Background: an optimization exercise with open tools, aiming at small area. Do not read the settings as production practice. Only simulation tests tie the RTL to the original design; equivalence was not proved. Power figures rest on the tool's default switching activity, not on a simulated workload.

==> flow/design.v (excerpt) <==
module aurora_lane_mapper #(
   parameter int unsigned NUM_LANES    = 4,
   parameter int unsigned DATA_W       = 64,
   parameter int unsigned SEL_W        = $clog2(NUM_LANES),
   parameter int unsigned BLANK_CYCLES = 16
) (
   input  logic                        user_clk,
   input  logic                        reset,
   input  logic [NUM_LANES*SEL_W-1:0]  cfg_map,
   input  logic [NUM_LANES-1:0]        cfg_invert,
   input  logic                        cfg_valid,
   output logic                        cfg_ready,
   output logic                        cfg_err,
   output logic                        map_busy,
   output logic [NUM_LANES*SEL_W-1:0]  cur_map,
   input  logic [NUM_LANES*DATA_W-1:0] gt_rx_data,
   input  logic [NUM_LANES-1:0]        gt_rx_valid,
   output logic [NUM_LANES*DATA_W-1:0] au_rx_data,
   output logic [NUM_LANES-1:0]        au_rx_valid,
   input  logic [NUM_LANES*DATA_W-1:0] au_tx_data,
   input  logic [NUM_LANES-1:0]        au_tx_valid,
   output logic [NUM_LANES*DATA_W-1:0] gt_tx_data,
   output logic [NUM_LANES-1:0]        gt_tx_valid
);
Size in the first run: roughly 2,300 cells after synthesis, roughly 550 flip-flops, roughly 1,100 I/O pins.
==> flow/config.mk <==
export PLATFORM = sky130hd
export DESIGN_NAME = aurora_lane_mapper
export DESIGN_NICKNAME = aurora_lane_mapper
export VERILOG_FILES = /design/flow/design.v
export SDC_FILE = /design/flow/constraint.sdc
export NUM_CORES = 4
export LEC_CHECK = 0
export CAP_MARGIN = 20
export CORE_AREA = 5 5 245 245
export DIE_AREA = 0 0 250 250
export SETUP_SLACK_MARGIN = 0.1
export SLEW_MARGIN = 20
export SYNTH_HIERARCHICAL = 1
==> flow/constraint.sdc <==
create_clock -name core_clock -period 4.0 [get_ports {user_clk}]
set_input_delay 0.8000 -clock core_clock [delete_from_list [all_inputs] [get_ports {user_clk}]]
set_output_delay 0.8000 -clock core_clock [all_outputs]
set_load 0.01 [all_outputs]
standard.sh (not shown) runs the stock make flow with config.mk's settings and CLKGATE_MAP_FILE= SYNTH_SCRIPT=/design/flow/synth_recipe.tcl, a recipe that flattens the netlist after the stock synthesis.
==> flow/flow/run.sh <==
#!/bin/bash
# Standard ORFS flow (standard.sh) with these changes:
#  - plain buf_1 cells as the port buffers, kept (dont_touch) from placement to the end;
#  - the synthesized combinational cells swapped to their smallest size after floorplan;
#  - pins placed one track apart, so the die can be smaller;
#  - clock tree from clkbuf_8 in clusters of up to 16 sinks, without dummy loads.
HERE=$(cd "$(dirname "$0")" && pwd)
export BUFFER_PORTS_ARGS="-buffer_cell sky130_fd_sc_hd__buf_1"
export POST_FLOORPLAN_TCL="$HERE/downsize.tcl"
export POST_GLOBAL_PLACE_TCL="$HERE/keep_port_buffers.tcl"
export PRE_FINAL_REPORT_TCL="$HERE/release_port_buffers.tcl"
export PLACE_PINS_ARGS="-min_distance 1 -min_distance_in_tracks"
export CTS_ARGS="-sink_clustering_enable -repair_clock_nets -dont_use_dummy_load -sink_clustering_size 16 -sink_clustering_max_diameter 60 -buf_list {sky130_fd_sc_hd__clkbuf_8}"
bash standard.sh > standard.log 2>&1
Other scripts of this flow, unchanged in this note and not shown: flow/flow/downsize.tcl, flow/flow/keep_port_buffers.tcl, flow/flow/release_port_buffers.tcl
The starting point completed without violations.
Then changed:
--- a/flow/config.mk
+++ b/flow/config.mk
@@ -8,3 +8,3 @@
-export CAP_MARGIN = 20
-export CORE_AREA = 5 5 245 245
-export DIE_AREA = 0 0 250 250
+export CAP_MARGIN = 5
+export CORE_AREA = 5 5 215 215
+export DIE_AREA = 0 0 220 220
@@ -12 +12 @@
-export SLEW_MARGIN = 20
+export SLEW_MARGIN = 5
=> With this change the flow failed in global routing, error GRT-0116. Area after synthesis does not change. Synthesized cell count is unchanged.
Then changed:
--- a/flow/config.mk
+++ b/flow/config.mk
@@ -9,2 +9,2 @@
-export CORE_AREA = 5 5 215 215
-export DIE_AREA = 0 0 220 220
+export CORE_AREA = 5 5 230 230
+export DIE_AREA = 0 0 235 235
Outcome: The changed run passed the timing, DRC and antenna checks; synthesized cell count is unchanged; area after synthesis stays the same.

---

The RTL this note starts from:
==> flow/design.v <==
package aurora_lane_pkg;
   localparam int unsigned MAX_LANES = 8;
   localparam int unsigned IDX_W     = 4;
   typedef enum logic [1:0] {
      ST_ACTIVE = 2'd0,
      ST_CHECK  = 2'd1,
      ST_BLANK  = 2'd2
   } lane_state_e;
   typedef logic [MAX_LANES-1:0][IDX_W-1:0] lane_vec_t;
   function automatic lane_vec_t identity_map(input int unsigned num_lanes);
      identity_map = '0;
      for (int unsigned i = 0; i < MAX_LANES; i++) begin
         if (i < num_lanes) identity_map[i] = IDX_W'(i);
      end
   endfunction
   function automatic logic map_is_perm(input lane_vec_t m, input int unsigned num_lanes);
      logic [MAX_LANES*IDX_W-1:0] f;
      f = m;
      map_is_perm = 1'b1;
      for (int i = 0; i < MAX_LANES; i++) begin
         if (i < num_lanes) begin
            if (32'(f[i*IDX_W +: IDX_W]) >= num_lanes) map_is_perm = 1'b0;
            for (int j = 0; j < MAX_LANES; j++) begin
               if ((j < i) && (f[j*IDX_W +: IDX_W] == f[i*IDX_W +: IDX_W])) map_is_perm = 1'b0;
            end
         end
      end
   endfunction
endpackage
module aurora_lane_oai2 (
   input  logic [1:0] dn,
   input  logic [1:0] sn,
   output logic       p
);
   assign p = ~(&(dn | sn));
endmodule
module aurora_lane_ao2 (
   input  logic [1:0] d,
   input  logic [1:0] s,
   input  logic       p,
   output logic       y
);
   assign y = (|(d & s)) | p;
endmodule
module aurora_lane_sel4 (
   input  logic [1:0] dn,
   input  logic [1:0] sn,
   input  logic [3:2] d,
   input  logic [3:2] s,
   output logic       y
);
   logic p;
   aurora_lane_oai2 u_a (.dn(dn), .sn(sn), .p(p));
   aurora_lane_ao2  u_b (.d(d), .s(s), .p(p), .y(y));
endmodule
module aurora_lane_xbar #(
   parameter int unsigned NUM_LANES = 4,
   parameter int unsigned DATA_W    = 64
) (
   input  logic [NUM_LANES*NUM_LANES-1:0] sel,
   input  logic [NUM_LANES*NUM_LANES-1:0] sel_n,
   input  logic [NUM_LANES*DATA_W-1:0]    in_data,
   input  logic [NUM_LANES-1:0]           in_valid,
   output logic [NUM_LANES*DATA_W-1:0]    out_data,
   output logic [NUM_LANES-1:0]           out_valid
);
   for (genvar i = 0; i < NUM_LANES; i++) begin : g_lane
      for (genvar b = 0; b < DATA_W; b++) begin : g_bit
         logic [3:0] d;
         for (genvar j = 0; j < NUM_LANES; j++) begin : g_in
            assign d[j] = in_data[j*DATA_W + b];
         end
         aurora_lane_sel4 u_sel (.dn(d[1:0]), .sn(sel_n[i*NUM_LANES +: 2]),
                                 .d(d[3:2]), .s(sel[i*NUM_LANES+2 +: 2]),
                                 .y(out_data[i*DATA_W + b]));
      end
      assign out_valid[i] = |(in_valid & sel[i*NUM_LANES +: NUM_LANES]);
   end
endmodule
module aurora_lane_mapper #(
   parameter int unsigned NUM_LANES    = 4,
   parameter int unsigned DATA_W       = 64,
   parameter int unsigned SEL_W        = $clog2(NUM_LANES),
   parameter int unsigned BLANK_CYCLES = 16
) (
   input  logic                        user_clk,
   input  logic                        reset,
   input  logic [NUM_LANES*SEL_W-1:0]  cfg_map,
   input  logic [NUM_LANES-1:0]        cfg_invert,
   input  logic                        cfg_valid,
   output logic                        cfg_ready,
   output logic                        cfg_err,
   output logic                        map_busy,
   output logic [NUM_LANES*SEL_W-1:0]  cur_map,
   input  logic [NUM_LANES*DATA_W-1:0] gt_rx_data,
   input  logic [NUM_LANES-1:0]        gt_rx_valid,
   output logic [NUM_LANES*DATA_W-1:0] au_rx_data,
   output logic [NUM_LANES-1:0]        au_rx_valid,
   input  logic [NUM_LANES*DATA_W-1:0] au_tx_data,
   input  logic [NUM_LANES-1:0]        au_tx_valid,
   output logic [NUM_LANES*DATA_W-1:0] gt_tx_data,
   output logic [NUM_LANES-1:0]        gt_tx_valid
);
   localparam int unsigned CNT_W = (BLANK_CYCLES > 1) ? $clog2(BLANK_CYCLES) : 1;
   localparam logic [CNT_W-1:0] CNT_LAST = CNT_W'(BLANK_CYCLES - 1);
   aurora_lane_pkg::lane_state_e state_q, state_d;
   logic [CNT_W-1:0] cnt_q;
   logic [NUM_LANES*SEL_W-1:0] ident_map;
   logic [NUM_LANES*SEL_W-1:0] shadow_map_q;
   logic [NUM_LANES*SEL_W-1:0] active_map_q;
   logic [NUM_LANES-1:0]       shadow_inv_q;
   logic [NUM_LANES-1:0]       active_inv_q;
   logic                       cfg_err_q;
   logic      map_ok;
   logic      accept;
   logic      blank_done;
   logic [NUM_LANES*NUM_LANES-1:0] sel_q, sel_d;
   logic [NUM_LANES*NUM_LANES-1:0] sel_rx, sel_tx;
   logic [NUM_LANES*SEL_W-1:0]     map_d;
   logic [NUM_LANES-1:0]           rx_vin;
   logic [NUM_LANES*DATA_W-1:0] gt_rx_data_q, au_tx_data_q;
   logic [NUM_LANES-1:0]        gt_rx_valid_q, au_tx_valid_q;
   for (genvar g = 0; g < NUM_LANES; g++) begin : g_ident
      assign ident_map[g*SEL_W +: SEL_W] = SEL_W'(g);
   end
   assign accept     = (state_q == aurora_lane_pkg::ST_ACTIVE) && cfg_valid;
   assign blank_done = (state_q == aurora_lane_pkg::ST_BLANK) && (cnt_q == CNT_LAST);
   assign cur_map    = active_map_q;
   assign cfg_err    = cfg_err_q;
   always_comb begin
      map_ok = 1'b1;
      for (int i = 0; i < NUM_LANES; i++) begin
         if (32'(shadow_map_q[i*SEL_W +: SEL_W]) >= NUM_LANES) map_ok = 1'b0;
         for (int j = 0; j < i; j++) begin
            if (shadow_map_q[j*SEL_W +: SEL_W] == shadow_map_q[i*SEL_W +: SEL_W]) map_ok = 1'b0;
         end
      end
   end
   always_ff @(posedge user_clk or posedge reset) begin
      if (reset) state_q <= aurora_lane_pkg::ST_ACTIVE;
      else       state_q <= state_d;
   end
   always_comb begin
      state_d   = state_q;
      cfg_ready = 1'b0;
      map_busy  = 1'b0;
      case (state_q)
         aurora_lane_pkg::ST_ACTIVE: begin
            cfg_ready = 1'b1;
            if (cfg_valid) state_d = aurora_lane_pkg::ST_CHECK;
         end
         aurora_lane_pkg::ST_CHECK: begin
            map_busy = 1'b1;
            state_d  = map_ok ? aurora_lane_pkg::ST_BLANK : aurora_lane_pkg::ST_ACTIVE;
         end
         aurora_lane_pkg::ST_BLANK: begin
            map_busy = 1'b1;
            if (cnt_q == CNT_LAST) state_d = aurora_lane_pkg::ST_ACTIVE;
         end
         default: state_d = aurora_lane_pkg::ST_ACTIVE;
      endcase
   end
   always_ff @(posedge user_clk or posedge reset) begin
      if (reset) begin
         cnt_q        <= '0;
         active_map_q <= ident_map;
         active_inv_q <= '0;
         cfg_err_q    <= 1'b0;
         sel_q        <= '0;
      end else begin
         cfg_err_q <= (state_q == aurora_lane_pkg::ST_CHECK) && !map_ok;
         cnt_q     <= ((state_q == aurora_lane_pkg::ST_BLANK) && !blank_done) ? cnt_q + 1'b1 : '0;
         sel_q     <= sel_d;
         if (blank_done) begin
            active_map_q <= shadow_map_q;
            active_inv_q <= shadow_inv_q;
         end
      end
   end
   assign map_d = blank_done ? shadow_map_q : active_map_q;
   always_comb begin
      rx_vin = '0;
      for (int unsigned i = 0; i < NUM_LANES; i++) begin
         for (int unsigned j = 0; j < NUM_LANES; j++) begin
            sel_d[i*NUM_LANES+j] = (state_q != aurora_lane_pkg::ST_BLANK) &&
                                   (map_d[i*SEL_W +: SEL_W] == SEL_W'(j));
            sel_rx[i*NUM_LANES+j] = sel_q[i*NUM_LANES+j];
            sel_tx[j*NUM_LANES+i] = sel_q[i*NUM_LANES+j];
            rx_vin[j] = rx_vin[j] | ((active_map_q[i*SEL_W +: SEL_W] == SEL_W'(j)) & active_inv_q[i]);
         end
      end
   end
   always_ff @(posedge user_clk) begin
      if (accept) begin
         shadow_map_q <= cfg_map;
         shadow_inv_q <= cfg_invert;
      end
   end
   localparam logic [NUM_LANES*DATA_W-1:0] STORE_INV = {{(NUM_LANES-2)*DATA_W{1'b0}}, {2*DATA_W{1'b1}}};
   logic [NUM_LANES*DATA_W-1:0] rx_flip, tx_flip;
   for (genvar g = 0; g < NUM_LANES; g++) begin : g_flip
      assign rx_flip[g*DATA_W +: DATA_W] = {DATA_W{rx_vin[g]}};
      assign tx_flip[g*DATA_W +: DATA_W] = {DATA_W{active_inv_q[g]}};
   end
   always_ff @(posedge user_clk) begin
      gt_rx_data_q  <= gt_rx_data ^ rx_flip ^ STORE_INV;
      gt_rx_valid_q <= gt_rx_valid;
      au_tx_data_q  <= au_tx_data ^ tx_flip ^ STORE_INV;
      au_tx_valid_q <= au_tx_valid;
   end
   aurora_lane_xbar #(
      .NUM_LANES (NUM_LANES),
      .DATA_W    (DATA_W)
   ) u_rx_xbar (
      .sel       (sel_rx),
      .sel_n     (~sel_rx),
      .in_data   (gt_rx_data_q),
      .in_valid  (gt_rx_valid_q),
      .out_data  (au_rx_data),
      .out_valid (au_rx_valid)
   );
   aurora_lane_xbar #(
      .NUM_LANES (NUM_LANES),
      .DATA_W    (DATA_W)
   ) u_tx_xbar (
      .sel       (sel_tx),
      .sel_n     (~sel_tx),
      .in_data   (au_tx_data_q),
      .in_valid  (au_tx_valid_q),
      .out_data  (gt_tx_data),
      .out_valid (gt_tx_valid)
   );
endmodule
clock: 4.0 ns
lec_check: 0
cap_margin: 5
core_area: 5 5 215 215
die_area: 0 0 220 220
setup_slack_margin: 0.1
slew_margin: 5
synth_hierarchical: 1
==> flow/flow/run.sh <==
#!/bin/bash
# Standard ORFS flow (standard.sh) with these changes:
#  - plain buf_1 cells as the port buffers, kept (dont_touch) from placement to the end;
#  - the synthesized combinational cells swapped to their smallest size after floorplan;
#  - pins placed one track apart, so the die can be smaller;
#  - fanout and timing repair limited to small buffers (small_buffers.tcl);
#  - clock tree from clkbuf_8 in clusters of up to 16 sinks, without dummy loads.
HERE=$(cd "$(dirname "$0")" && pwd)
export BUFFER_PORTS_ARGS="-buffer_cell sky130_fd_sc_hd__buf_1"
export POST_FLOORPLAN_TCL="$HERE/downsize.tcl"
export POST_GLOBAL_PLACE_TCL="$HERE/keep_port_buffers.tcl"
export PRE_FINAL_REPORT_TCL="$HERE/release_port_buffers.tcl"
export PLACE_PINS_ARGS="-min_distance 1 -min_distance_in_tracks"
export CTS_ARGS="-sink_clustering_enable -repair_clock_nets -dont_use_dummy_load -sink_clustering_size 16 -sink_clustering_max_diameter 60 -buf_list {sky130_fd_sc_hd__clkbuf_8}"
for s in GLOBAL_PLACE RESIZE REPAIR_TIMING_POST_PLACE CTS GLOBAL_ROUTE DETAIL_PLACE; do
  export PRE_${s}_TCL="$HERE/small_buffers.tcl"
done
bash standard.sh > standard.log 2>&1
==> flow/flow/downsize.tcl <==
# Swap each combinational cell for the smallest-area cell of the same function
# (same base name, same pins), e.g. a221oi_2 -> a221oi_1. Timing repair later
# upsizes cells again where a path needs it. Registers are left as they are.
set db [ord::get_db]
set block [ord::get_db_block]
set dont_use [expr {[info exists ::env(DONT_USE_CELLS)] ? $::env(DONT_USE_CELLS) : ""}]
proc pin_sig {m} {
  set names {}
  foreach t [$m getMTerms] { lappend names [$t getName] }
  return [lsort $names]
}
array set best {}
foreach lib [$db getLibs] {
  foreach m [$lib getMasters] {
    set n [$m getName]
    if {[lsearch -exact $dont_use $n] >= 0} { continue }
    if {![regexp {^(sky130_fd_sc_hd__[a-z0-9]+)_[0-9]+$} $n -> base]} { continue }
    set area [expr {[$m getWidth] * [$m getHeight]}]
    set key "$base|[pin_sig $m]"
    if {![info exists best($key)] || $area < [lindex $best($key) 1]} {
      set best($key) [list $m $area]
    }
  }
}
set swapped 0
foreach inst [$block getInsts] {
  set m [$inst getMaster]
  set n [$m getName]
  if {![regexp {^(sky130_fd_sc_hd__[a-z0-9]+)_[0-9]+$} $n -> base]} { continue }
  if {[regexp {^sky130_fd_sc_hd__(s?df|s?edf|dl|clk|conb|tap|fill|decap|diode)} $n]} { continue }
  set key "$base|[pin_sig $m]"
  if {![info exists best($key)]} { continue }
  lassign $best($key) bm barea
  if {$barea < [$m getWidth] * [$m getHeight]} {
    $inst swapMaster $bm
    incr swapped
  }
}
puts "downsize.tcl: swapped $swapped instances to smaller cells"
==> flow/flow/small_buffers.tcl <==
# Keep the resizer's fanout and timing repair to small buffers.
set_dont_use {sky130_fd_sc_hd__buf_6 sky130_fd_sc_hd__buf_8 sky130_fd_sc_hd__buf_12 sky130_fd_sc_hd__buf_16}
puts "small_buffers.tcl: dont_use {sky130_fd_sc_hd__buf_6 sky130_fd_sc_hd__buf_8 sky130_fd_sc_hd__buf_12 sky130_fd_sc_hd__buf_16}"
Other scripts of this flow, unchanged in this note and not shown: flow/flow/keep_port_buffers.tcl, flow/flow/release_port_buffers.tcl
Rerun with:
--- a/flow/flow/run.sh
+++ b/flow/flow/run.sh
@@ -5,3 +5,3 @@
 #  - pins placed one track apart, so the die can be smaller;
-#  - fanout and timing repair limited to small buffers (small_buffers.tcl);
+#  - no buffers larger than the ones kept below for fanout repair;
 #  - clock tree from clkbuf_8 in clusters of up to 16 sinks, without dummy loads.
@@ -14,5 +14,4 @@
 export CTS_ARGS="-sink_clustering_enable -repair_clock_nets -dont_use_dummy_load -sink_clustering_size 16 -sink_clustering_max_diameter 60 -buf_list {sky130_fd_sc_hd__clkbuf_8}"
-for s in GLOBAL_PLACE RESIZE REPAIR_TIMING_POST_PLACE CTS GLOBAL_ROUTE DETAIL_PLACE; do
-  export PRE_${s}_TCL="$HERE/small_buffers.tcl"
-done
+# The platform appends its own dont-use list to this one.
+export DONT_USE_CELLS="sky130_fd_sc_hd__buf_6 sky130_fd_sc_hd__buf_8 sky130_fd_sc_hd__buf_12 sky130_fd_sc_hd__buf_16"
 bash standard.sh > standard.log 2>&1
removed: flow/flow/small_buffers.tcl
Wire length went up by 1.4%. Total power falls by 0.60%. Design area drops by 1.2%. Sequential power stays flat. Worst setup slack improves by 0.040 ns. Sequential share of layout area increases by 0.44 points.
Rerun with:
--- a/flow/flow/run.sh
+++ b/flow/flow/run.sh
@@ -5,3 +5,2 @@
 #  - pins placed one track apart, so the die can be smaller;
-#  - no buffers larger than the ones kept below for fanout repair;
 #  - clock tree from clkbuf_8 in clusters of up to 16 sinks, without dummy loads.
@@ -14,4 +13,2 @@
 export CTS_ARGS="-sink_clustering_enable -repair_clock_nets -dont_use_dummy_load -sink_clustering_size 16 -sink_clustering_max_diameter 60 -buf_list {sky130_fd_sc_hd__clkbuf_8}"
-# The platform appends its own dont-use list to this one.
-export DONT_USE_CELLS="sky130_fd_sc_hd__buf_6 sky130_fd_sc_hd__buf_8 sky130_fd_sc_hd__buf_12 sky130_fd_sc_hd__buf_16"
 bash standard.sh > standard.log 2>&1
- CAP_MARGIN: 5 -> 20
- CORE_AREA: 5 5 215 215 -> 5 5 245 245
- DIE_AREA: 0 0 220 220 -> 0 0 250 250
- SLEW_MARGIN: 5 -> 20
What happened: Power rises slightly; utilization shrinks by 16 points; worst setup slack improves by 0.051 ns; combinational power barely changes; maximum frequency rose slightly; global-route usage falls by 11 points.
Rerun with:
- CAP_MARGIN: 20 -> 5
- CORE_AREA: 5 5 245 245 -> 5 5 215 215
- DIE_AREA: 0 0 250 250 -> 0 0 220 220
- SLEW_MARGIN: 20 -> 5
Clock skew rises by 0.038 ns. Worst hold slack improves by 0.078 ns. Routed wire length falls by a few percent. Non-clock buffer count falls by 2. Combinational power barely changes. Register-to-register slack improves by 0.02 ns. Cell count falls by a few percent. Clock-buffer cell count falls by 4.
Rerun with:
- PLACE_DENSITY: unset -> 0.45
Outcome:
- setup slack does not change
- worst hold slack stays the same
- wire length stays the same
- fmax stays the same
- flip-flop and latch count is unchanged
- die area is unchanged

-- static timing again, ports no longer ideal --
In the flow no input, the clock included, has a driving cell. The finished layouts below were timed again as built, in two steps. Step 1, drivers: a clkbuf_16 drives user_clk and a buf_2 each remaining input, both assumed. Step 2 adds t to the input delays and takes it off the output delays; t is the mean of the earliest and latest rising clock arrival at the registers after step 1. Input paths then give back, and output paths get back, about the clock's delay inside the block. a / b / c = ideal / step 1 / step 2; a / b = the first two.
run | t (ns) | setup WS [ns] | latest minus earliest clock arrival (ns) | slew at the worst register clock pin (ns)
the first run of note 1 | 0.718 | 0.057 / -0.007 / 0.711 | 0.057 / 0.057 | 0.11 / 0.11
the third run of note 1 | 0.715 | 0.073 / 0.012 / 0.726 | 0.085 / 0.085 | 0.11 / 0.11
the first run of note 2 | 0.718 | 0.305 / 0.248 / 0.966 | 0.051 / 0.050 | 0.11 / 0.11
the second run of note 2 | 0.720 | 0.345 / 0.289 / 1.009 | 0.089 / 0.089 | 0.11 / 0.11
the third run of note 2 | 0.742 | 0.396 / 0.334 / 1.076 | 0.055 / 0.054 | 0.11 / 0.11
the fourth run of note 2 | 0.720 | 0.345 / 0.289 / 1.009 | 0.089 / 0.089 | 0.11 / 0.11
the fifth run of note 2 | 0.720 | 0.345 / 0.289 / 1.009 | 0.089 / 0.089 | 0.11 / 0.11
After both steps every run listed still meets setup and hold.
